This is an optimization exercise on Yosys and OpenROAD, whose aim is small area, a short achievable clock period and few clock cycles per item, not a production implementation. Function was checked by simulation only, so behaviour that the tests miss may differ from the original.

**flow/config.mk**
```make
export PLATFORM = sky130hd
export DESIGN_NAME = fx_arith_top
export DESIGN_NICKNAME = fx_arith_top
export VERILOG_FILES = /design/flow/design.v
export SDC_FILE = /design/flow/constraint.sdc
export NUM_CORES = 4
export LEC_CHECK = 0
export ABC_AREA = 1
export CAP_MARGIN = 20
export CORE_MARGIN = 2
export CORE_UTILIZATION = 40
export SLEW_MARGIN = 20
```
**flow/constraint.sdc**
```tcl
create_clock -name core_clock -period 5.5 [get_ports {clk}]
set_input_delay 1.1000 -clock core_clock [delete_from_list [all_inputs] [get_ports {clk}]]
set_output_delay 1.1000 -clock core_clock [all_outputs]
set_load 0.01 [all_outputs]
```
**flow/design.v**
```verilog
`timescale 1ns/1ns
package fx_pkg;
  typedef logic [16-1:0] fx_word_t;
  typedef logic [32-1:0] fx_prod_t;
endpackage
`timescale 1ns/1ns
module fx_arith_top (
  input  logic             clk,
  input  logic             rst_n,
  input  logic             in_valid,
  output logic             in_ready,
  input  fx_pkg::fx_word_t num_a,     
  input  fx_pkg::fx_word_t num_b,     
  input  logic             op_mul,
  output logic             out_valid,
  input  logic             out_ready,
  output fx_pkg::fx_word_t result,
  output logic             overflow,
  output logic             precision_lost
);
  logic bo0;
  logic bt0;
  logic bn0;
  logic pp0_0;
  logic pp0_1;
  logic pp0_2;
  logic pp0_3;
  logic pp0_4;
  logic pp0_5;
  logic pp0_6;
  logic pp0_7;
  logic pp0_8;
  logic pp0_9;
  logic pp0_10;
  logic pp0_11;
  logic pp0_12;
  logic pp0_13;
  logic pp0_14;
  logic pp0_15;
  logic pp0_16;
  logic bo1;
  logic bt1;
  logic bn1;
  logic pp1_0;
  logic pp1_1;
  logic pp1_2;
  logic pp1_3;
  logic pp1_4;
  logic pp1_5;
  logic pp1_6;
  logic pp1_7;
  logic pp1_8;
  logic pp1_9;
  logic pp1_10;
  logic pp1_11;
  logic pp1_12;
  logic pp1_13;
  logic pp1_14;
  logic pp1_15;
  logic pp1_16;
  logic bo2;
  logic bt2;
  logic bn2;
  logic pp2_0;
  logic pp2_1;
  logic pp2_2;
  logic pp2_3;
  logic pp2_4;
  logic pp2_5;
  logic pp2_6;
  logic pp2_7;
  logic pp2_8;
  logic pp2_9;
  logic pp2_10;
  logic pp2_11;
  logic pp2_12;
  logic pp2_13;
  logic pp2_14;
  logic pp2_15;
  logic pp2_16;
  logic bo3;
  logic bt3;
  logic bn3;
  logic pp3_0;
  logic pp3_1;
  logic pp3_2;
  logic pp3_3;
  logic pp3_4;
  logic pp3_5;
  logic pp3_6;
  logic pp3_7;
  logic pp3_8;
  logic pp3_9;
  logic pp3_10;
  logic pp3_11;
  logic pp3_12;
  logic pp3_13;
  logic pp3_14;
  logic pp3_15;
  logic pp3_16;
  logic bo4;
  logic bt4;
  logic bn4;
  logic pp4_0;
  logic pp4_1;
  logic pp4_2;
  logic pp4_3;
  logic pp4_4;
  logic pp4_5;
  logic pp4_6;
  logic pp4_7;
  logic pp4_8;
  logic pp4_9;
  logic pp4_10;
  logic pp4_11;
  logic pp4_12;
  logic pp4_13;
  logic pp4_14;
  logic pp4_15;
  logic pp4_16;
  logic bo5;
  logic bt5;
  logic bn5;
  logic pp5_0;
  logic pp5_1;
  logic pp5_2;
  logic pp5_3;
  logic pp5_4;
  logic pp5_5;
  logic pp5_6;
  logic pp5_7;
  logic pp5_8;
  logic pp5_9;
  logic pp5_10;
  logic pp5_11;
  logic pp5_12;
  logic pp5_13;
  logic pp5_14;
  logic pp5_15;
  logic pp5_16;
  logic bo6;
  logic bt6;
  logic bn6;
  logic pp6_0;
  logic pp6_1;
  logic pp6_2;
  logic pp6_3;
  logic pp6_4;
  logic pp6_5;
  logic pp6_6;
  logic pp6_7;
  logic pp6_8;
  logic pp6_9;
  logic pp6_10;
  logic pp6_11;
  logic pp6_12;
  logic pp6_13;
  logic pp6_14;
  logic pp6_15;
  logic pp6_16;
  logic bo7;
  logic bt7;
  logic bn7;
  logic pp7_0;
  logic pp7_1;
  logic pp7_2;
  logic pp7_3;
  logic pp7_4;
  logic pp7_5;
  logic pp7_6;
  logic pp7_7;
  logic pp7_8;
  logic pp7_9;
  logic pp7_10;
  logic pp7_11;
  logic pp7_12;
  logic pp7_13;
  logic pp7_14;
  logic pp7_15;
  logic pp7_16;
  logic bd8;
  logic pp8_0;
  logic pp8_1;
  logic pp8_2;
  logic pp8_3;
  logic pp8_4;
  logic pp8_5;
  logic pp8_6;
  logic pp8_7;
  logic pp8_8;
  logic pp8_9;
  logic pp8_10;
  logic pp8_11;
  logic pp8_12;
  logic pp8_13;
  logic pp8_14;
  logic pp8_15;
  logic pa_0;
  logic pa_1;
  logic pa_2;
  logic pa_3;
  logic pa_4;
  logic pa_5;
  logic pa_6;
  logic pa_7;
  logic pa_8;
  logic pa_9;
  logic pa_10;
  logic pa_11;
  logic pa_12;
  logic pa_13;
  logic pa_14;
  logic pa_15;
  logic hs0;
  logic hc0;
  logic hs1;
  logic hc1;
  logic s0;
  logic c0;
  logic s1;
  logic c1;
  logic hs2;
  logic hc2;
  logic s2;
  logic c2;
  logic hs3;
  logic hc3;
  logic s3;
  logic c3;
  logic hs4;
  logic hc4;
  logic hs5;
  logic hc5;
  logic hs6;
  logic hc6;
  logic s4;
  logic c4;
  logic hs7;
  logic hc7;
  logic s5;
  logic c5;
  logic hs8;
  logic hc8;
  logic s6;
  logic c6;
  logic s7;
  logic c7;
  logic hs9;
  logic hc9;
  logic s8;
  logic c8;
  logic s9;
  logic c9;
  logic hs10;
  logic hc10;
  logic s10;
  logic c10;
  logic s11;
  logic c11;
  logic s12;
  logic c12;
  logic s13;
  logic c13;
  logic s14;
  logic c14;
  logic s15;
  logic c15;
  logic s16;
  logic c16;
  logic s17;
  logic c17;
  logic s18;
  logic c18;
  logic s19;
  logic c19;
  logic s20;
  logic c20;
  logic s21;
  logic c21;
  logic s22;
  logic c22;
  logic s23;
  logic c23;
  logic s24;
  logic c24;
  logic s25;
  logic c25;
  logic s26;
  logic c26;
  logic s27;
  logic c27;
  logic s28;
  logic c28;
  logic s29;
  logic c29;
  logic s30;
  logic c30;
  logic s31;
  logic c31;
  logic s32;
  logic c32;
  logic s33;
  logic c33;
  logic s34;
  logic c34;
  logic s35;
  logic c35;
  logic hs11;
  logic hc11;
  logic s36;
  logic c36;
  logic s37;
  logic c37;
  logic s38;
  logic c38;
  logic hs12;
  logic hc12;
  logic hs13;
  logic hc13;
  logic s39;
  logic c39;
  logic hs14;
  logic hc14;
  logic s40;
  logic c40;
  logic s41;
  logic c41;
  logic s42;
  logic c42;
  logic s43;
  logic c43;
  logic s44;
  logic c44;
  logic s45;
  logic c45;
  logic s46;
  logic c46;
  logic s47;
  logic c47;
  logic s48;
  logic c48;
  logic s49;
  logic c49;
  logic s50;
  logic c50;
  logic s51;
  logic c51;
  logic s52;
  logic c52;
  logic s53;
  logic c53;
  logic s54;
  logic c54;
  logic s55;
  logic c55;
  logic s56;
  logic c56;
  logic s57;
  logic c57;
  logic s58;
  logic c58;
  logic s59;
  logic c59;
  logic s60;
  logic c60;
  logic s61;
  logic c61;
  logic s62;
  logic c62;
  logic s63;
  logic c63;
  logic s64;
  logic c64;
  logic s65;
  logic c65;
  logic s66;
  logic c66;
  logic s67;
  logic c67;
  logic s68;
  logic c68;
  logic s69;
  logic c69;
  logic s70;
  logic c70;
  logic s71;
  logic c71;
  logic s72;
  logic c72;
  logic s73;
  logic c73;
  logic s74;
  logic c74;
  logic hs15;
  logic hc15;
  logic s75;
  logic c75;
  logic hs16;
  logic hc16;
  logic hs17;
  logic hc17;
  logic hs18;
  logic hc18;
  logic s76;
  logic c76;
  logic s77;
  logic c77;
  logic s78;
  logic c78;
  logic s79;
  logic c79;
  logic s80;
  logic c80;
  logic s81;
  logic c81;
  logic s82;
  logic c82;
  logic s83;
  logic c83;
  logic s84;
  logic c84;
  logic s85;
  logic c85;
  logic s86;
  logic c86;
  logic s87;
  logic c87;
  logic s88;
  logic c88;
  logic s89;
  logic c89;
  logic s90;
  logic c90;
  logic s91;
  logic c91;
  logic s92;
  logic c92;
  logic s93;
  logic c93;
  logic s94;
  logic c94;
  logic s95;
  logic c95;
  logic s96;
  logic c96;
  logic s97;
  logic c97;
  logic s98;
  logic c98;
  logic s99;
  logic c99;
  logic hs19;
  logic hc19;
  logic hs20;
  logic hc20;
  logic hs21;
  logic hc21;
  logic s100;
  logic c100;
  logic s101;
  logic c101;
  logic s102;
  logic c102;
  logic s103;
  logic c103;
  logic s104;
  logic c104;
  logic s105;
  logic c105;
  logic s106;
  logic c106;
  logic s107;
  logic c107;
  logic s108;
  logic c108;
  logic s109;
  logic c109;
  logic s110;
  logic c110;
  logic s111;
  logic c111;
  logic s112;
  logic c112;
  logic s113;
  logic c113;
  logic s114;
  logic c114;
  logic s115;
  logic c115;
  logic s116;
  logic c116;
  logic s117;
  logic c117;
  logic s118;
  logic c118;
  logic s119;
  logic c119;
  logic s120;
  logic c120;
  logic s121;
  logic c121;
  logic s122;
  logic c122;
  logic s123;
  logic c123;
  logic s124;
  logic c124;
  logic s125;
  logic c125;
  logic s126;
  logic c126;
  logic s127;
  logic c127;
  logic [31:0] rx, ry, p;
  assign bo0 = op_mul & num_b[0];
  assign bt0 = op_mul & (num_b[1] & ~num_b[0]);
  assign bn0 = op_mul & num_b[1];
  assign pp0_0 = ((bo0 & num_a[0])) ^ bn0;
  assign pp0_1 = ((bo0 & num_a[1]) | (bt0 & num_a[0])) ^ bn0;
  assign pp0_2 = ((bo0 & num_a[2]) | (bt0 & num_a[1])) ^ bn0;
  assign pp0_3 = ((bo0 & num_a[3]) | (bt0 & num_a[2])) ^ bn0;
  assign pp0_4 = ((bo0 & num_a[4]) | (bt0 & num_a[3])) ^ bn0;
  assign pp0_5 = ((bo0 & num_a[5]) | (bt0 & num_a[4])) ^ bn0;
  assign pp0_6 = ((bo0 & num_a[6]) | (bt0 & num_a[5])) ^ bn0;
  assign pp0_7 = ((bo0 & num_a[7]) | (bt0 & num_a[6])) ^ bn0;
  assign pp0_8 = ((bo0 & num_a[8]) | (bt0 & num_a[7])) ^ bn0;
  assign pp0_9 = ((bo0 & num_a[9]) | (bt0 & num_a[8])) ^ bn0;
  assign pp0_10 = ((bo0 & num_a[10]) | (bt0 & num_a[9])) ^ bn0;
  assign pp0_11 = ((bo0 & num_a[11]) | (bt0 & num_a[10])) ^ bn0;
  assign pp0_12 = ((bo0 & num_a[12]) | (bt0 & num_a[11])) ^ bn0;
  assign pp0_13 = ((bo0 & num_a[13]) | (bt0 & num_a[12])) ^ bn0;
  assign pp0_14 = ((bo0 & num_a[14]) | (bt0 & num_a[13])) ^ bn0;
  assign pp0_15 = ((bo0 & num_a[15]) | (bt0 & num_a[14])) ^ bn0;
  assign pp0_16 = ((bt0 & num_a[15])) ^ bn0;
  assign bo1 = op_mul & (num_b[2] ^ num_b[1]);
  assign bt1 = op_mul & ((num_b[3] & ~num_b[2] & ~num_b[1]) | (~num_b[3] & num_b[2] & num_b[1]));
  assign bn1 = op_mul & num_b[3];
  assign pp1_0 = ((bo1 & num_a[0])) ^ bn1;
  assign pp1_1 = ((bo1 & num_a[1]) | (bt1 & num_a[0])) ^ bn1;
  assign pp1_2 = ((bo1 & num_a[2]) | (bt1 & num_a[1])) ^ bn1;
  assign pp1_3 = ((bo1 & num_a[3]) | (bt1 & num_a[2])) ^ bn1;
  assign pp1_4 = ((bo1 & num_a[4]) | (bt1 & num_a[3])) ^ bn1;
  assign pp1_5 = ((bo1 & num_a[5]) | (bt1 & num_a[4])) ^ bn1;
  assign pp1_6 = ((bo1 & num_a[6]) | (bt1 & num_a[5])) ^ bn1;
  assign pp1_7 = ((bo1 & num_a[7]) | (bt1 & num_a[6])) ^ bn1;
  assign pp1_8 = ((bo1 & num_a[8]) | (bt1 & num_a[7])) ^ bn1;
  assign pp1_9 = ((bo1 & num_a[9]) | (bt1 & num_a[8])) ^ bn1;
  assign pp1_10 = ((bo1 & num_a[10]) | (bt1 & num_a[9])) ^ bn1;
  assign pp1_11 = ((bo1 & num_a[11]) | (bt1 & num_a[10])) ^ bn1;
  assign pp1_12 = ((bo1 & num_a[12]) | (bt1 & num_a[11])) ^ bn1;
  assign pp1_13 = ((bo1 & num_a[13]) | (bt1 & num_a[12])) ^ bn1;
  assign pp1_14 = ((bo1 & num_a[14]) | (bt1 & num_a[13])) ^ bn1;
  assign pp1_15 = ((bo1 & num_a[15]) | (bt1 & num_a[14])) ^ bn1;
  assign pp1_16 = ((bt1 & num_a[15])) ^ bn1;
  assign bo2 = op_mul & (num_b[4] ^ num_b[3]);
  assign bt2 = op_mul & ((num_b[5] & ~num_b[4] & ~num_b[3]) | (~num_b[5] & num_b[4] & num_b[3]));
  assign bn2 = op_mul & num_b[5];
  assign pp2_0 = ((bo2 & num_a[0])) ^ bn2;
  assign pp2_1 = ((bo2 & num_a[1]) | (bt2 & num_a[0])) ^ bn2;
  assign pp2_2 = ((bo2 & num_a[2]) | (bt2 & num_a[1])) ^ bn2;
  assign pp2_3 = ((bo2 & num_a[3]) | (bt2 & num_a[2])) ^ bn2;
  assign pp2_4 = ((bo2 & num_a[4]) | (bt2 & num_a[3])) ^ bn2;
  assign pp2_5 = ((bo2 & num_a[5]) | (bt2 & num_a[4])) ^ bn2;
  assign pp2_6 = ((bo2 & num_a[6]) | (bt2 & num_a[5])) ^ bn2;
  assign pp2_7 = ((bo2 & num_a[7]) | (bt2 & num_a[6])) ^ bn2;
  assign pp2_8 = ((bo2 & num_a[8]) | (bt2 & num_a[7])) ^ bn2;
  assign pp2_9 = ((bo2 & num_a[9]) | (bt2 & num_a[8])) ^ bn2;
  assign pp2_10 = ((bo2 & num_a[10]) | (bt2 & num_a[9])) ^ bn2;
  assign pp2_11 = ((bo2 & num_a[11]) | (bt2 & num_a[10])) ^ bn2;
  assign pp2_12 = ((bo2 & num_a[12]) | (bt2 & num_a[11])) ^ bn2;
  assign pp2_13 = ((bo2 & num_a[13]) | (bt2 & num_a[12])) ^ bn2;
  assign pp2_14 = ((bo2 & num_a[14]) | (bt2 & num_a[13])) ^ bn2;
  assign pp2_15 = ((bo2 & num_a[15]) | (bt2 & num_a[14])) ^ bn2;
  assign pp2_16 = ((bt2 & num_a[15])) ^ bn2;
  assign bo3 = op_mul & (num_b[6] ^ num_b[5]);
  assign bt3 = op_mul & ((num_b[7] & ~num_b[6] & ~num_b[5]) | (~num_b[7] & num_b[6] & num_b[5]));
  assign bn3 = op_mul & num_b[7];
  assign pp3_0 = ((bo3 & num_a[0])) ^ bn3;
  assign pp3_1 = ((bo3 & num_a[1]) | (bt3 & num_a[0])) ^ bn3;
  assign pp3_2 = ((bo3 & num_a[2]) | (bt3 & num_a[1])) ^ bn3;
  assign pp3_3 = ((bo3 & num_a[3]) | (bt3 & num_a[2])) ^ bn3;
  assign pp3_4 = ((bo3 & num_a[4]) | (bt3 & num_a[3])) ^ bn3;
  assign pp3_5 = ((bo3 & num_a[5]) | (bt3 & num_a[4])) ^ bn3;
  assign pp3_6 = ((bo3 & num_a[6]) | (bt3 & num_a[5])) ^ bn3;
  assign pp3_7 = ((bo3 & num_a[7]) | (bt3 & num_a[6])) ^ bn3;
  assign pp3_8 = ((bo3 & num_a[8]) | (bt3 & num_a[7])) ^ bn3;
  assign pp3_9 = ((bo3 & num_a[9]) | (bt3 & num_a[8])) ^ bn3;
  assign pp3_10 = ((bo3 & num_a[10]) | (bt3 & num_a[9])) ^ bn3;
  assign pp3_11 = ((bo3 & num_a[11]) | (bt3 & num_a[10])) ^ bn3;
  assign pp3_12 = ((bo3 & num_a[12]) | (bt3 & num_a[11])) ^ bn3;
  assign pp3_13 = ((bo3 & num_a[13]) | (bt3 & num_a[12])) ^ bn3;
  assign pp3_14 = ((bo3 & num_a[14]) | (bt3 & num_a[13])) ^ bn3;
  assign pp3_15 = ((bo3 & num_a[15]) | (bt3 & num_a[14])) ^ bn3;
  assign pp3_16 = ((bt3 & num_a[15])) ^ bn3;
  assign bo4 = ~op_mul | (num_b[8] ^ num_b[7]);
  assign bt4 = op_mul & ((num_b[9] & ~num_b[8] & ~num_b[7]) | (~num_b[9] & num_b[8] & num_b[7]));
  assign bn4 = op_mul & num_b[9];
  assign pp4_0 = ((bo4 & num_a[0])) ^ bn4;
  assign pp4_1 = ((bo4 & num_a[1]) | (bt4 & num_a[0])) ^ bn4;
  assign pp4_2 = ((bo4 & num_a[2]) | (bt4 & num_a[1])) ^ bn4;
  assign pp4_3 = ((bo4 & num_a[3]) | (bt4 & num_a[2])) ^ bn4;
  assign pp4_4 = ((bo4 & num_a[4]) | (bt4 & num_a[3])) ^ bn4;
  assign pp4_5 = ((bo4 & num_a[5]) | (bt4 & num_a[4])) ^ bn4;
  assign pp4_6 = ((bo4 & num_a[6]) | (bt4 & num_a[5])) ^ bn4;
  assign pp4_7 = ((bo4 & num_a[7]) | (bt4 & num_a[6])) ^ bn4;
  assign pp4_8 = ((bo4 & num_a[8]) | (bt4 & num_a[7])) ^ bn4;
  assign pp4_9 = ((bo4 & num_a[9]) | (bt4 & num_a[8])) ^ bn4;
  assign pp4_10 = ((bo4 & num_a[10]) | (bt4 & num_a[9])) ^ bn4;
  assign pp4_11 = ((bo4 & num_a[11]) | (bt4 & num_a[10])) ^ bn4;
  assign pp4_12 = ((bo4 & num_a[12]) | (bt4 & num_a[11])) ^ bn4;
  assign pp4_13 = ((bo4 & num_a[13]) | (bt4 & num_a[12])) ^ bn4;
  assign pp4_14 = ((bo4 & num_a[14]) | (bt4 & num_a[13])) ^ bn4;
  assign pp4_15 = ((bo4 & num_a[15]) | (bt4 & num_a[14])) ^ bn4;
  assign pp4_16 = ((bt4 & num_a[15])) ^ bn4;
  assign bo5 = op_mul & (num_b[10] ^ num_b[9]);
  assign bt5 = op_mul & ((num_b[11] & ~num_b[10] & ~num_b[9]) | (~num_b[11] & num_b[10] & num_b[9]));
  assign bn5 = op_mul & num_b[11];
  assign pp5_0 = ((bo5 & num_a[0])) ^ bn5;
  assign pp5_1 = ((bo5 & num_a[1]) | (bt5 & num_a[0])) ^ bn5;
  assign pp5_2 = ((bo5 & num_a[2]) | (bt5 & num_a[1])) ^ bn5;
  assign pp5_3 = ((bo5 & num_a[3]) | (bt5 & num_a[2])) ^ bn5;
  assign pp5_4 = ((bo5 & num_a[4]) | (bt5 & num_a[3])) ^ bn5;
  assign pp5_5 = ((bo5 & num_a[5]) | (bt5 & num_a[4])) ^ bn5;
  assign pp5_6 = ((bo5 & num_a[6]) | (bt5 & num_a[5])) ^ bn5;
  assign pp5_7 = ((bo5 & num_a[7]) | (bt5 & num_a[6])) ^ bn5;
  assign pp5_8 = ((bo5 & num_a[8]) | (bt5 & num_a[7])) ^ bn5;
  assign pp5_9 = ((bo5 & num_a[9]) | (bt5 & num_a[8])) ^ bn5;
  assign pp5_10 = ((bo5 & num_a[10]) | (bt5 & num_a[9])) ^ bn5;
  assign pp5_11 = ((bo5 & num_a[11]) | (bt5 & num_a[10])) ^ bn5;
  assign pp5_12 = ((bo5 & num_a[12]) | (bt5 & num_a[11])) ^ bn5;
  assign pp5_13 = ((bo5 & num_a[13]) | (bt5 & num_a[12])) ^ bn5;
  assign pp5_14 = ((bo5 & num_a[14]) | (bt5 & num_a[13])) ^ bn5;
  assign pp5_15 = ((bo5 & num_a[15]) | (bt5 & num_a[14])) ^ bn5;
  assign pp5_16 = ((bt5 & num_a[15])) ^ bn5;
  assign bo6 = op_mul & (num_b[12] ^ num_b[11]);
  assign bt6 = op_mul & ((num_b[13] & ~num_b[12] & ~num_b[11]) | (~num_b[13] & num_b[12] & num_b[11]));
  assign bn6 = op_mul & num_b[13];
  assign pp6_0 = ((bo6 & num_a[0])) ^ bn6;
  assign pp6_1 = ((bo6 & num_a[1]) | (bt6 & num_a[0])) ^ bn6;
  assign pp6_2 = ((bo6 & num_a[2]) | (bt6 & num_a[1])) ^ bn6;
  assign pp6_3 = ((bo6 & num_a[3]) | (bt6 & num_a[2])) ^ bn6;
  assign pp6_4 = ((bo6 & num_a[4]) | (bt6 & num_a[3])) ^ bn6;
  assign pp6_5 = ((bo6 & num_a[5]) | (bt6 & num_a[4])) ^ bn6;
  assign pp6_6 = ((bo6 & num_a[6]) | (bt6 & num_a[5])) ^ bn6;
  assign pp6_7 = ((bo6 & num_a[7]) | (bt6 & num_a[6])) ^ bn6;
  assign pp6_8 = ((bo6 & num_a[8]) | (bt6 & num_a[7])) ^ bn6;
  assign pp6_9 = ((bo6 & num_a[9]) | (bt6 & num_a[8])) ^ bn6;
  assign pp6_10 = ((bo6 & num_a[10]) | (bt6 & num_a[9])) ^ bn6;
  assign pp6_11 = ((bo6 & num_a[11]) | (bt6 & num_a[10])) ^ bn6;
  assign pp6_12 = ((bo6 & num_a[12]) | (bt6 & num_a[11])) ^ bn6;
  assign pp6_13 = ((bo6 & num_a[13]) | (bt6 & num_a[12])) ^ bn6;
  assign pp6_14 = ((bo6 & num_a[14]) | (bt6 & num_a[13])) ^ bn6;
  assign pp6_15 = ((bo6 & num_a[15]) | (bt6 & num_a[14])) ^ bn6;
  assign pp6_16 = ((bt6 & num_a[15])) ^ bn6;
  assign bo7 = op_mul & (num_b[14] ^ num_b[13]);
  assign bt7 = op_mul & ((num_b[15] & ~num_b[14] & ~num_b[13]) | (~num_b[15] & num_b[14] & num_b[13]));
  assign bn7 = op_mul & num_b[15];
  assign pp7_0 = ((bo7 & num_a[0])) ^ bn7;
  assign pp7_1 = ((bo7 & num_a[1]) | (bt7 & num_a[0])) ^ bn7;
  assign pp7_2 = ((bo7 & num_a[2]) | (bt7 & num_a[1])) ^ bn7;
  assign pp7_3 = ((bo7 & num_a[3]) | (bt7 & num_a[2])) ^ bn7;
  assign pp7_4 = ((bo7 & num_a[4]) | (bt7 & num_a[3])) ^ bn7;
  assign pp7_5 = ((bo7 & num_a[5]) | (bt7 & num_a[4])) ^ bn7;
  assign pp7_6 = ((bo7 & num_a[6]) | (bt7 & num_a[5])) ^ bn7;
  assign pp7_7 = ((bo7 & num_a[7]) | (bt7 & num_a[6])) ^ bn7;
  assign pp7_8 = ((bo7 & num_a[8]) | (bt7 & num_a[7])) ^ bn7;
  assign pp7_9 = ((bo7 & num_a[9]) | (bt7 & num_a[8])) ^ bn7;
  assign pp7_10 = ((bo7 & num_a[10]) | (bt7 & num_a[9])) ^ bn7;
  assign pp7_11 = ((bo7 & num_a[11]) | (bt7 & num_a[10])) ^ bn7;
  assign pp7_12 = ((bo7 & num_a[12]) | (bt7 & num_a[11])) ^ bn7;
  assign pp7_13 = ((bo7 & num_a[13]) | (bt7 & num_a[12])) ^ bn7;
  assign pp7_14 = ((bo7 & num_a[14]) | (bt7 & num_a[13])) ^ bn7;
  assign pp7_15 = ((bo7 & num_a[15]) | (bt7 & num_a[14])) ^ bn7;
  assign pp7_16 = ((bt7 & num_a[15])) ^ bn7;
  assign bd8 = op_mul & num_b[15];
  assign pp8_0 = bd8 & num_a[0];
  assign pp8_1 = bd8 & num_a[1];
  assign pp8_2 = bd8 & num_a[2];
  assign pp8_3 = bd8 & num_a[3];
  assign pp8_4 = bd8 & num_a[4];
  assign pp8_5 = bd8 & num_a[5];
  assign pp8_6 = bd8 & num_a[6];
  assign pp8_7 = bd8 & num_a[7];
  assign pp8_8 = bd8 & num_a[8];
  assign pp8_9 = bd8 & num_a[9];
  assign pp8_10 = bd8 & num_a[10];
  assign pp8_11 = bd8 & num_a[11];
  assign pp8_12 = bd8 & num_a[12];
  assign pp8_13 = bd8 & num_a[13];
  assign pp8_14 = bd8 & num_a[14];
  assign pp8_15 = bd8 & num_a[15];
  assign pa_0 = ~op_mul & num_b[0];
  assign pa_1 = ~op_mul & num_b[1];
  assign pa_2 = ~op_mul & num_b[2];
  assign pa_3 = ~op_mul & num_b[3];
  assign pa_4 = ~op_mul & num_b[4];
  assign pa_5 = ~op_mul & num_b[5];
  assign pa_6 = ~op_mul & num_b[6];
  assign pa_7 = ~op_mul & num_b[7];
  assign pa_8 = ~op_mul & num_b[8];
  assign pa_9 = ~op_mul & num_b[9];
  assign pa_10 = ~op_mul & num_b[10];
  assign pa_11 = ~op_mul & num_b[11];
  assign pa_12 = ~op_mul & num_b[12];
  assign pa_13 = ~op_mul & num_b[13];
  assign pa_14 = ~op_mul & num_b[14];
  assign pa_15 = ~op_mul & num_b[15];
  assign hs0 = pa_6 ^ bn7;
  assign hc0 = pa_6 & bn7;
  assign hs1 = pa_7 ^ pp0_15;
  assign hc1 = pa_7 & pp0_15;
  assign s0 = pa_8 ^ pp8_0 ^ pp0_16;
  assign c0 = (pa_8 & pp8_0) | (pa_8 & pp0_16) | (pp8_0 & pp0_16);
  assign s1 = ~(pa_9 ^ ~bn0);
  assign c1 = pa_9 | ~bn0;
  assign hs2 = pp8_1 ^ pp1_15;
  assign hc2 = pp8_1 & pp1_15;
  assign s2 = ~(pa_10 ^ pp8_2);
  assign c2 = pa_10 | pp8_2;
  assign hs3 = pp1_16 ^ pp2_14;
  assign hc3 = pp1_16 & pp2_14;
  assign s3 = pa_11 ^ ~bn1 ^ pp8_3;
  assign c3 = (pa_11 & ~bn1) | (pa_11 & pp8_3) | (~bn1 & pp8_3);
  assign hs4 = ~pa_12;
  assign hc4 = pa_12;
  assign hs5 = pa_0 ^ bn4;
  assign hc5 = pa_0 & bn4;
  assign hs6 = pa_1 ^ pp0_9;
  assign hc6 = pa_1 & pp0_9;
  assign s4 = pa_2 ^ bn5 ^ pp0_10;
  assign c4 = (pa_2 & bn5) | (pa_2 & pp0_10) | (bn5 & pp0_10);
  assign hs7 = pp1_8 ^ pp2_6;
  assign hc7 = pp1_8 & pp2_6;
  assign s5 = pa_3 ^ pp0_11 ^ pp1_9;
  assign c5 = (pa_3 & pp0_11) | (pa_3 & pp1_9) | (pp0_11 & pp1_9);
  assign hs8 = pp2_7 ^ pp3_5;
  assign hc8 = pp2_7 & pp3_5;
  assign s6 = pa_4 ^ bn6 ^ pp0_12;
  assign c6 = (pa_4 & bn6) | (pa_4 & pp0_12) | (bn6 & pp0_12);
  assign s7 = pp1_10 ^ pp2_8 ^ pp3_6;
  assign c7 = (pp1_10 & pp2_8) | (pp1_10 & pp3_6) | (pp2_8 & pp3_6);
  assign hs9 = pp4_4 ^ pp5_2;
  assign hc9 = pp4_4 & pp5_2;
  assign s8 = pa_5 ^ pp0_13 ^ pp1_11;
  assign c8 = (pa_5 & pp0_13) | (pa_5 & pp1_11) | (pp0_13 & pp1_11);
  assign s9 = pp2_9 ^ pp3_7 ^ pp4_5;
  assign c9 = (pp2_9 & pp3_7) | (pp2_9 & pp4_5) | (pp3_7 & pp4_5);
  assign hs10 = pp5_3 ^ pp6_1;
  assign hc10 = pp5_3 & pp6_1;
  assign s10 = pp0_14 ^ pp1_12 ^ pp2_10;
  assign c10 = (pp0_14 & pp1_12) | (pp0_14 & pp2_10) | (pp1_12 & pp2_10);
  assign s11 = pp3_8 ^ pp4_6 ^ pp5_4;
  assign c11 = (pp3_8 & pp4_6) | (pp3_8 & pp5_4) | (pp4_6 & pp5_4);
  assign s12 = pp6_2 ^ pp7_0 ^ hs0;
  assign c12 = (pp6_2 & pp7_0) | (pp6_2 & hs0) | (pp7_0 & hs0);
  assign s13 = pp1_13 ^ pp2_11 ^ pp3_9;
  assign c13 = (pp1_13 & pp2_11) | (pp1_13 & pp3_9) | (pp2_11 & pp3_9);
  assign s14 = pp4_7 ^ pp5_5 ^ pp6_3;
  assign c14 = (pp4_7 & pp5_5) | (pp4_7 & pp6_3) | (pp5_5 & pp6_3);
  assign s15 = pp7_1 ^ hc0 ^ hs1;
  assign c15 = (pp7_1 & hc0) | (pp7_1 & hs1) | (hc0 & hs1);
  assign s16 = pp1_14 ^ pp2_12 ^ pp3_10;
  assign c16 = (pp1_14 & pp2_12) | (pp1_14 & pp3_10) | (pp2_12 & pp3_10);
  assign s17 = pp4_8 ^ pp5_6 ^ pp6_4;
  assign c17 = (pp4_8 & pp5_6) | (pp4_8 & pp6_4) | (pp5_6 & pp6_4);
  assign s18 = pp7_2 ^ hc1 ^ s0;
  assign c18 = (pp7_2 & hc1) | (pp7_2 & s0) | (hc1 & s0);
  assign s19 = pp2_13 ^ pp3_11 ^ pp4_9;
  assign c19 = (pp2_13 & pp3_11) | (pp2_13 & pp4_9) | (pp3_11 & pp4_9);
  assign s20 = pp5_7 ^ pp6_5 ^ pp7_3;
  assign c20 = (pp5_7 & pp6_5) | (pp5_7 & pp7_3) | (pp6_5 & pp7_3);
  assign s21 = s1 ^ c0 ^ hs2;
  assign c21 = (s1 & c0) | (s1 & hs2) | (c0 & hs2);
  assign s22 = pp3_12 ^ pp4_10 ^ pp5_8;
  assign c22 = (pp3_12 & pp4_10) | (pp3_12 & pp5_8) | (pp4_10 & pp5_8);
  assign s23 = pp6_6 ^ pp7_4 ^ c1;
  assign c23 = (pp6_6 & pp7_4) | (pp6_6 & c1) | (pp7_4 & c1);
  assign s24 = s2 ^ hc2 ^ hs3;
  assign c24 = (s2 & hc2) | (s2 & hs3) | (hc2 & hs3);
  assign s25 = pp2_15 ^ pp3_13 ^ pp4_11;
  assign c25 = (pp2_15 & pp3_13) | (pp2_15 & pp4_11) | (pp3_13 & pp4_11);
  assign s26 = pp5_9 ^ pp6_7 ^ pp7_5;
  assign c26 = (pp5_9 & pp6_7) | (pp5_9 & pp7_5) | (pp6_7 & pp7_5);
  assign s27 = c2 ^ s3 ^ hc3;
  assign c27 = (c2 & s3) | (c2 & hc3) | (s3 & hc3);
  assign s28 = pp8_4 ^ pp2_16 ^ pp3_14;
  assign c28 = (pp8_4 & pp2_16) | (pp8_4 & pp3_14) | (pp2_16 & pp3_14);
  assign s29 = pp4_12 ^ pp5_10 ^ pp6_8;
  assign c29 = (pp4_12 & pp5_10) | (pp4_12 & pp6_8) | (pp5_10 & pp6_8);
  assign s30 = pp7_6 ^ hs4 ^ c3;
  assign c30 = (pp7_6 & hs4) | (pp7_6 & c3) | (hs4 & c3);
  assign s31 = pa_13 ^ ~bn2 ^ pp8_5;
  assign c31 = (pa_13 & ~bn2) | (pa_13 & pp8_5) | (~bn2 & pp8_5);
  assign s32 = pp3_15 ^ pp4_13 ^ pp5_11;
  assign c32 = (pp3_15 & pp4_13) | (pp3_15 & pp5_11) | (pp4_13 & pp5_11);
  assign s33 = pp6_9 ^ pp7_7 ^ hc4;
  assign c33 = (pp6_9 & pp7_7) | (pp6_9 & hc4) | (pp7_7 & hc4);
  assign s34 = ~(pa_14 ^ pp8_6);
  assign c34 = pa_14 | pp8_6;
  assign s35 = pp3_16 ^ pp4_14 ^ pp5_12;
  assign c35 = (pp3_16 & pp4_14) | (pp3_16 & pp5_12) | (pp4_14 & pp5_12);
  assign hs11 = pp6_10 ^ pp7_8;
  assign hc11 = pp6_10 & pp7_8;
  assign s36 = pa_15 ^ ~bn3 ^ pp8_7;
  assign c36 = (pa_15 & ~bn3) | (pa_15 & pp8_7) | (~bn3 & pp8_7);
  assign s37 = pp4_15 ^ pp5_13 ^ pp6_11;
  assign c37 = (pp4_15 & pp5_13) | (pp4_15 & pp6_11) | (pp5_13 & pp6_11);
  assign s38 = ~(pp8_8 ^ pp4_16);
  assign c38 = pp8_8 | pp4_16;
  assign hs12 = bn3 ^ pp0_6;
  assign hc12 = bn3 & pp0_6;
  assign hs13 = pp0_7 ^ pp1_5;
  assign hc13 = pp0_7 & pp1_5;
  assign s39 = pp0_8 ^ pp1_6 ^ pp2_4;
  assign c39 = (pp0_8 & pp1_6) | (pp0_8 & pp2_4) | (pp1_6 & pp2_4);
  assign hs14 = pp3_2 ^ pp4_0;
  assign hc14 = pp3_2 & pp4_0;
  assign s40 = pp1_7 ^ pp2_5 ^ pp3_3;
  assign c40 = (pp1_7 & pp2_5) | (pp1_7 & pp3_3) | (pp2_5 & pp3_3);
  assign s41 = pp4_1 ^ hc5 ^ hs6;
  assign c41 = (pp4_1 & hc5) | (pp4_1 & hs6) | (hc5 & hs6);
  assign s42 = pp3_4 ^ pp4_2 ^ pp5_0;
  assign c42 = (pp3_4 & pp4_2) | (pp3_4 & pp5_0) | (pp4_2 & pp5_0);
  assign s43 = hc6 ^ s4 ^ hs7;
  assign c43 = (hc6 & s4) | (hc6 & hs7) | (s4 & hs7);
  assign s44 = pp4_3 ^ pp5_1 ^ c4;
  assign c44 = (pp4_3 & pp5_1) | (pp4_3 & c4) | (pp5_1 & c4);
  assign s45 = hc7 ^ s5 ^ hs8;
  assign c45 = (hc7 & s5) | (hc7 & hs8) | (s5 & hs8);
  assign s46 = pp6_0 ^ c5 ^ hc8;
  assign c46 = (pp6_0 & c5) | (pp6_0 & hc8) | (c5 & hc8);
  assign s47 = s6 ^ s7 ^ hs9;
  assign c47 = (s6 & s7) | (s6 & hs9) | (s7 & hs9);
  assign s48 = c6 ^ c7 ^ hc9;
  assign c48 = (c6 & c7) | (c6 & hc9) | (c7 & hc9);
  assign s49 = s8 ^ s9 ^ hs10;
  assign c49 = (s8 & s9) | (s8 & hs10) | (s9 & hs10);
  assign s50 = c8 ^ c9 ^ hc10;
  assign c50 = (c8 & c9) | (c8 & hc10) | (c9 & hc10);
  assign s51 = s10 ^ s11 ^ s12;
  assign c51 = (s10 & s11) | (s10 & s12) | (s11 & s12);
  assign s52 = c10 ^ c11 ^ s13;
  assign c52 = (c10 & c11) | (c10 & s13) | (c11 & s13);
  assign s53 = s14 ^ c12 ^ s15;
  assign c53 = (s14 & c12) | (s14 & s15) | (c12 & s15);
  assign s54 = c13 ^ c14 ^ s16;
  assign c54 = (c13 & c14) | (c13 & s16) | (c14 & s16);
  assign s55 = s17 ^ c15 ^ s18;
  assign c55 = (s17 & c15) | (s17 & s18) | (c15 & s18);
  assign s56 = c16 ^ c17 ^ s19;
  assign c56 = (c16 & c17) | (c16 & s19) | (c17 & s19);
  assign s57 = s20 ^ c18 ^ s21;
  assign c57 = (s20 & c18) | (s20 & s21) | (c18 & s21);
  assign s58 = c19 ^ c20 ^ s22;
  assign c58 = (c19 & c20) | (c19 & s22) | (c20 & s22);
  assign s59 = s23 ^ c21 ^ s24;
  assign c59 = (s23 & c21) | (s23 & s24) | (c21 & s24);
  assign s60 = c22 ^ c23 ^ s25;
  assign c60 = (c22 & c23) | (c22 & s25) | (c23 & s25);
  assign s61 = s26 ^ c24 ^ s27;
  assign c61 = (s26 & c24) | (s26 & s27) | (c24 & s27);
  assign s62 = c25 ^ c26 ^ s28;
  assign c62 = (c25 & c26) | (c25 & s28) | (c26 & s28);
  assign s63 = s29 ^ s30 ^ c27;
  assign c63 = (s29 & s30) | (s29 & c27) | (s30 & c27);
  assign s64 = s31 ^ c28 ^ c29;
  assign c64 = (s31 & c28) | (s31 & c29) | (c28 & c29);
  assign s65 = s32 ^ s33 ^ c30;
  assign c65 = (s32 & s33) | (s32 & c30) | (s33 & c30);
  assign s66 = c31 ^ s34 ^ c32;
  assign c66 = (c31 & s34) | (c31 & c32) | (s34 & c32);
  assign s67 = c33 ^ s35 ^ hs11;
  assign c67 = (c33 & s35) | (c33 & hs11) | (s35 & hs11);
  assign s68 = pp7_9 ^ c34 ^ s36;
  assign c68 = (pp7_9 & c34) | (pp7_9 & s36) | (c34 & s36);
  assign s69 = c35 ^ hc11 ^ s37;
  assign c69 = (c35 & hc11) | (c35 & s37) | (hc11 & s37);
  assign s70 = pp5_14 ^ pp6_12 ^ pp7_10;
  assign c70 = (pp5_14 & pp6_12) | (pp5_14 & pp7_10) | (pp6_12 & pp7_10);
  assign s71 = c36 ^ c37 ^ s38;
  assign c71 = (c36 & c37) | (c36 & s38) | (c37 & s38);
  assign s72 = ~bn4 ^ pp8_9 ^ pp5_15;
  assign c72 = (~bn4 & pp8_9) | (~bn4 & pp5_15) | (pp8_9 & pp5_15);
  assign s73 = pp6_13 ^ pp7_11 ^ c38;
  assign c73 = (pp6_13 & pp7_11) | (pp6_13 & c38) | (pp7_11 & c38);
  assign s74 = ~(pp8_10 ^ pp5_16);
  assign c74 = pp8_10 | pp5_16;
  assign hs15 = pp6_14 ^ pp7_12;
  assign hc15 = pp6_14 & pp7_12;
  assign s75 = ~bn5 ^ pp8_11 ^ pp6_15;
  assign c75 = (~bn5 & pp8_11) | (~bn5 & pp6_15) | (pp8_11 & pp6_15);
  assign hs16 = ~pp8_12;
  assign hc16 = pp8_12;
  assign hs17 = bn2 ^ pp0_4;
  assign hc17 = bn2 & pp0_4;
  assign hs18 = pp0_5 ^ pp1_3;
  assign hc18 = pp0_5 & pp1_3;
  assign s76 = pp1_4 ^ pp2_2 ^ pp3_0;
  assign c76 = (pp1_4 & pp2_2) | (pp1_4 & pp3_0) | (pp2_2 & pp3_0);
  assign s77 = pp2_3 ^ pp3_1 ^ hc12;
  assign c77 = (pp2_3 & pp3_1) | (pp2_3 & hc12) | (pp3_1 & hc12);
  assign s78 = hs5 ^ hc13 ^ s39;
  assign c78 = (hs5 & hc13) | (hs5 & s39) | (hc13 & s39);
  assign s79 = c39 ^ hc14 ^ s40;
  assign c79 = (c39 & hc14) | (c39 & s40) | (hc14 & s40);
  assign s80 = c40 ^ s42 ^ c41;
  assign c80 = (c40 & s42) | (c40 & c41) | (s42 & c41);
  assign s81 = c42 ^ c43 ^ s44;
  assign c81 = (c42 & c43) | (c42 & s44) | (c43 & s44);
  assign s82 = c44 ^ c45 ^ s46;
  assign c82 = (c44 & c45) | (c44 & s46) | (c45 & s46);
  assign s83 = c46 ^ c47 ^ s48;
  assign c83 = (c46 & c47) | (c46 & s48) | (c47 & s48);
  assign s84 = c48 ^ c49 ^ s50;
  assign c84 = (c48 & c49) | (c48 & s50) | (c49 & s50);
  assign s85 = c50 ^ s52 ^ c51;
  assign c85 = (c50 & s52) | (c50 & c51) | (s52 & c51);
  assign s86 = c52 ^ s54 ^ c53;
  assign c86 = (c52 & s54) | (c52 & c53) | (s54 & c53);
  assign s87 = c54 ^ s56 ^ c55;
  assign c87 = (c54 & s56) | (c54 & c55) | (s56 & c55);
  assign s88 = c56 ^ s58 ^ c57;
  assign c88 = (c56 & s58) | (c56 & c57) | (s58 & c57);
  assign s89 = c58 ^ s60 ^ c59;
  assign c89 = (c58 & s60) | (c58 & c59) | (s60 & c59);
  assign s90 = c60 ^ s62 ^ c61;
  assign c90 = (c60 & s62) | (c60 & c61) | (s62 & c61);
  assign s91 = c62 ^ s64 ^ s65;
  assign c91 = (c62 & s64) | (c62 & s65) | (s64 & s65);
  assign s92 = c64 ^ s66 ^ c65;
  assign c92 = (c64 & s66) | (c64 & c65) | (s66 & c65);
  assign s93 = s68 ^ c66 ^ c67;
  assign c93 = (s68 & c66) | (s68 & c67) | (c66 & c67);
  assign s94 = s70 ^ c68 ^ c69;
  assign c94 = (s70 & c68) | (s70 & c69) | (c68 & c69);
  assign s95 = c70 ^ s72 ^ c71;
  assign c95 = (c70 & s72) | (c70 & c71) | (s72 & c71);
  assign s96 = c72 ^ s74 ^ hs15;
  assign c96 = (c72 & s74) | (c72 & hs15) | (s74 & hs15);
  assign s97 = pp7_13 ^ c74 ^ hc15;
  assign c97 = (pp7_13 & c74) | (pp7_13 & hc15) | (c74 & hc15);
  assign s98 = pp6_16 ^ pp7_14 ^ hs16;
  assign c98 = (pp6_16 & pp7_14) | (pp6_16 & hs16) | (pp7_14 & hs16);
  assign s99 = ~bn6 ^ pp8_13 ^ pp7_15;
  assign c99 = (~bn6 & pp8_13) | (~bn6 & pp7_15) | (pp8_13 & pp7_15);
  assign hs19 = ~pp8_14;
  assign hc19 = pp8_14;
  assign hs20 = bn1 ^ pp0_2;
  assign hc20 = bn1 & pp0_2;
  assign hs21 = pp0_3 ^ pp1_1;
  assign hc21 = pp0_3 & pp1_1;
  assign s100 = pp1_2 ^ pp2_0 ^ hs17;
  assign c100 = (pp1_2 & pp2_0) | (pp1_2 & hs17) | (pp2_0 & hs17);
  assign s101 = pp2_1 ^ hc17 ^ hs18;
  assign c101 = (pp2_1 & hc17) | (pp2_1 & hs18) | (hc17 & hs18);
  assign s102 = hc18 ^ s76 ^ hs12;
  assign c102 = (hc18 & s76) | (hc18 & hs12) | (s76 & hs12);
  assign s103 = c76 ^ hs13 ^ s77;
  assign c103 = (c76 & hs13) | (c76 & s77) | (hs13 & s77);
  assign s104 = hs14 ^ c77 ^ s78;
  assign c104 = (hs14 & c77) | (hs14 & s78) | (c77 & s78);
  assign s105 = c78 ^ s79 ^ s41;
  assign c105 = (c78 & s79) | (c78 & s41) | (s79 & s41);
  assign s106 = c79 ^ s43 ^ s80;
  assign c106 = (c79 & s43) | (c79 & s80) | (s43 & s80);
  assign s107 = s45 ^ c80 ^ s81;
  assign c107 = (s45 & c80) | (s45 & s81) | (c80 & s81);
  assign s108 = s47 ^ c81 ^ s82;
  assign c108 = (s47 & c81) | (s47 & s82) | (c81 & s82);
  assign s109 = s49 ^ c82 ^ s83;
  assign c109 = (s49 & c82) | (s49 & s83) | (c82 & s83);
  assign s110 = s51 ^ c83 ^ s84;
  assign c110 = (s51 & c83) | (s51 & s84) | (c83 & s84);
  assign s111 = c84 ^ s53 ^ s85;
  assign c111 = (c84 & s53) | (c84 & s85) | (s53 & s85);
  assign s112 = c85 ^ s55 ^ s86;
  assign c112 = (c85 & s55) | (c85 & s86) | (s55 & s86);
  assign s113 = s57 ^ c86 ^ s87;
  assign c113 = (s57 & c86) | (s57 & s87) | (c86 & s87);
  assign s114 = s59 ^ c87 ^ s88;
  assign c114 = (s59 & c87) | (s59 & s88) | (c87 & s88);
  assign s115 = s61 ^ c88 ^ s89;
  assign c115 = (s61 & c88) | (s61 & s89) | (c88 & s89);
  assign s116 = s63 ^ c89 ^ s90;
  assign c116 = (s63 & c89) | (s63 & s90) | (c89 & s90);
  assign s117 = c63 ^ s91 ^ c90;
  assign c117 = (c63 & s91) | (c63 & c90) | (s91 & c90);
  assign s118 = s67 ^ c91 ^ s92;
  assign c118 = (s67 & c91) | (s67 & s92) | (c91 & s92);
  assign s119 = s69 ^ c92 ^ s93;
  assign c119 = (s69 & c92) | (s69 & s93) | (c92 & s93);
  assign s120 = s71 ^ c93 ^ s94;
  assign c120 = (s71 & c93) | (s71 & s94) | (c93 & s94);
  assign s121 = s73 ^ c94 ^ s95;
  assign c121 = (s73 & c94) | (s73 & s95) | (c94 & s95);
  assign s122 = c73 ^ s96 ^ c95;
  assign c122 = (c73 & s96) | (c73 & c95) | (s96 & c95);
  assign s123 = s75 ^ c96 ^ s97;
  assign c123 = (s75 & c96) | (s75 & s97) | (c96 & s97);
  assign s124 = c75 ^ s98 ^ c97;
  assign c124 = (c75 & s98) | (c75 & c97) | (s98 & c97);
  assign s125 = hc16 ^ s99 ^ c98;
  assign c125 = (hc16 & s99) | (hc16 & c98) | (s99 & c98);
  assign s126 = pp7_16 ^ hs19 ^ c99;
  assign c126 = (pp7_16 & hs19) | (pp7_16 & c99) | (hs19 & c99);
  assign s127 = ~bn7 ^ pp8_15 ^ hc19;
  assign c127 = (~bn7 & pp8_15) | (~bn7 & hc19) | (pp8_15 & hc19);
  assign rx = {c126, c125, c124, c123, c122, c121, c120, c119, c118, c117, c116, c115, c114, c113, c112, c111, c110, c109, c108, c107, c106, c105, c104, c103, c102, c101, c100, hc21, hc20, hs20, pp0_1, bn0};
  assign ry = {s127, s126, s125, s124, s123, s122, s121, s120, s119, s118, s117, s116, s115, s114, s113, s112, s111, s110, s109, s108, s107, s106, s105, s104, s103, s102, s101, s100, hs21, pp1_0, 1'b0, pp0_0};
  assign p = rx + ry;
  assign in_ready = !out_valid || out_ready;
  always_ff @(posedge clk)
  begin
    if (!rst_n)
      out_valid <= 1'b0;
    else if (in_ready)
      out_valid <= in_valid;
  end
  always_ff @(posedge clk)
  begin
    if (in_ready)
    begin
      result         <= p[8 +: 16];
      overflow       <= |p[32-1:16+8];
      precision_lost <= |p[8-1:0];
    end
  end
endmodule
```
**flow/run.sh**
```bash
#!/bin/bash
# synth_recipe.tcl (not shown) runs the flow's synth.tcl, then flattens the netlist and writes it again
# the make line also repeats each setting of config.mk as NAME=value (left out here)
make -C /OpenROAD-flow-scripts/flow DESIGN_CONFIG=/design/flow/config.mk WORK_HOME=/design/flow/orfs CLKGATE_MAP_FILE= SYNTH_SCRIPT=/design/flow/synth_recipe.tcl finish
```
==> run notes <==
metrics by stage:
step / hold slack, ps / TNS (ps) / area [um^2]
6_report: 762 / -233 / 13100
2_1_floorplan: 1030 / -75.9 / 9050
3_3_place_gp: 757 / -11360 / 11500
5_1_grt: 805 / -1470 / 13100
4_1_cts: 771 / -123 / 12600
3_5_place_dp: 760 / -11690 / 11500
cells in the mapped netlist (all sizes together) (19+ instances only):
library cell  count
o22ai           120
a21oi            53
xor2            148
nor2             80
o21ai            27
inv             208
nand3            27
ha               52
buf              29
fa              117
clkbuf           19
nand2           160
area by class of cell:
cell class,count,area (um^2)
Inverter,215,851
Timing Repair inverter,1,3.75
Tap cell,275,344
Timing Repair Buffer,338,2910
Sequential cell,19,561
Fill cell,1803,7990
Clock buffer,4,78.8
Multi-Input combinational cell,831,8350
tightest hold or removal path: cells and delay by family, from the launching register on:
kind / cells / cell delay (ps)
buf+inv: 1 / 200
flops: 1 / 320
simple gates: 1 / 50
sequential cells by signal, summed over array words and instances (netlist names):
| name | cells |
|---|---|
| out_valid | 1 |
| overflow | 1 |
| precision_lost | 1 |
| result | 16 |
layout by cell type (no fill, tap or decap), drive strengths merged, types with 2 or more instances in the layout:
cell type / synthesis / layout
o21bai: 3 / 3
buf: 29 / 292
o21ai: 27 / 27
o22ai: 120 / 120
xor2: 148 / 148
or2: 2 / 2
clkdlybuf4s50: 0 / 31
a21oi: 53 / 53
a31oi: 6 / 6
nand2: 160 / 160
edfxtp: 18 / 18
clkbuf: 19 / 7
xnor2: 7 / 7
a32oi: 2 / 2
ha: 52 / 52
nor3: 9 / 9
nor4: 4 / 4
nand3: 27 / 27
nand4: 6 / 6
clkinv: 7 / 6
inv: 208 / 210
nor2: 80 / 80
dlygate4sd2: 0 / 9
fa: 117 / 117
conb: 1 / 2
clkdlybuf4s15: 0 / 2
cells by family after synthesis:
kind of cell	count (synthesis)	share of synthesized area, %
buffers and inverters	263	12.3
AO/OA/AOI/OAI	215	16.4
AND/OR/NAND/NOR	290	14.4
flip-flops	19	6.49
other	1	0.0434
XOR/XNOR	155	15.7
adder cells (fa/ha/maj)	169	34.7
timing repair:
item                       in CTS  in global routing
gates resized for setup       245                 95
pin swaps                     115                 74
buffers inserted               33                 12
gates cloned                    3                  0
setup endpoints to repair      16                 13
worst paths after layout:
check / to / depth (start not counted) / slack, ps / startpoint
worst min register to register: overflow / 2 / 760 / out_valid
worst max-delay path: overflow / 24 / -220 / num_b[5]
worst max register to register: precision_lost / 2 / 4580 / out_valid
worst min-delay path: overflow / 2 / 760 / out_valid
per-layer routing:
metal / wire length [um] / up-vias
li1: - / 4164
met1: 12300 / 4304
met2: 14500 / 383
met3: 2050 / 106
met4: 1590 / 0
met5: 0 / -
==> run notes <==
status: complete, but fails checks
SO Faults: setup timing
final wirelength: 30.4 mm
clk root buf: clkbuf_16
Main synth FF type: edfxtp_1
met2 Use GR: 46.3%
first-pass GRT wire length: 48.1 mm
WL/cell: 18.1 um
FF+latch count, synth: 19
routability congestion estimate: 0.952
final core utilization: 62.1%
Buf+Inv Stages, Crit Path: 8
# IOs: 57
post-synthesis sequential area ratio: 6.49%
CP arrival: 5720 ps
CP max stage delay: 560 ps
CTS Buf Count: 3
DRT Pass-1 Iters: 5
period utilization: 104%
mean number of vias per cell: 5.32
family with the most delay on the worst path: adder cells
final-report hold violation count: 0
share of layout cells above drive strength 1: 41.2%
critical-path cell list: buf_2 -> buf_4 -> a21oi_4 -> nand2_4 -> buf_12 -> buf_16 -> o22ai_2 -> xor2_2 -> fa_1 -> fa_1 -> fa_1 -> fa_1 -> inv_2 -> ha_4 -> nand2_4 -> nor2_4 -> buf_4 -> buf_4 -> buf_4 -> nand4_1 -> nand3_1 -> nand2_1 -> nor2_1 -> nand3_1
Syn. warnings: 1
clock latency (worst-skew pair): 240 ps
synthesized cell area: 0.00864 mm^2
Distinct cells, synth: 44
GRT Max-Usage Layer: met2
CP Max Fanout: 5
Final min period: 5720 ps
Residual DRC: 0
initial antenna violation count: 0
WS Path Type: input port to flop
leading cell types by total area after synthesis: fa_1 (27%), xor2_1 (15%), inv_1 (8.8%)
required time worst endpoint: 5490 ps
clock slew at reported path FFs: 50 ps
setup ws final: -222 ps
CP Launch Type: input port
RSZ-0062 raised after global routing: yes
pin count of the biggest net entering global routing: 21
core footprint: 0.0211 mm^2
placed cell count: 1635
fmax: 175 MHz
GR Util met3: 3.55%
Post-CTS Hold Buffers: 0
worst slack, placed: -1030 ps
CTS H-tree depth: 1
CTS tree: yes
grt ovf: 0
nets@finish: 1615
final setup fails: 3
Synth area leader: fa_1
die height: 151 um
MaxCap Viol Count: 0
port bufs: 56
Starting Density: 41.0%
Mapped Cells: 1112
Routed Antenna Nets: 0
post-DP HPWL: 24.2 mm
Final Skew: 2.42 ps
initial DRC count: 567
met1 usage: 34.2%
n_diodes: 0
critical path's slowest cell: fa_1
die extent in x: 151 um
fin. max-slew vios: 0
Mapped Avg Cell Area: 7.77 um^2
CTS sink count: 19
Longest Clk Path Bufs: 2
post-synth top area share: 27.1%
Synth-to-Final Area Change: 51.7%
# rows: 53
fin cells: 1683
number of global-route vias before repair: 9251
EDFF count, synth: 18
vias: 8957
Worst setup EP type: flop
ys async rst share: 0%
overall routing resource usage: 27.1%
total die area: 0.0228 mm^2
Hold WC Path Type: flop to flop
Testbench counts, summed over its fixed seeds: cycles 12,008, items 12,000.

==> separate check: timing with driven ports <==
The flow's constraints put no driver on any port. The routed layout listed below was extracted and timed again, unchanged, in two steps.
Step 1: set_driving_cell puts a clkbuf_16 on clk and a buf_2 on each other input, an assumption about the parent block.
Step 2 moves the port delays by t, midway between the first and last clock arrival at a register: inputs arrive t later, outputs are due t later. That takes back most of the time a late clock gives input paths.
a / b / c = ideal ports / drivers / drivers and shift; a / b = the first two.
t (ns): 0.274
slack for setup (ns): -0.222 / -0.251 / -0.525
worst hold slack (ns): 0.762 / 0.762 / 0.762
worst register clock-pin slew, ns: 0.05 / 0.05
For this run, drivers alone change the setup slack by -0.029 ns; drivers and shift together by -0.303 ns.
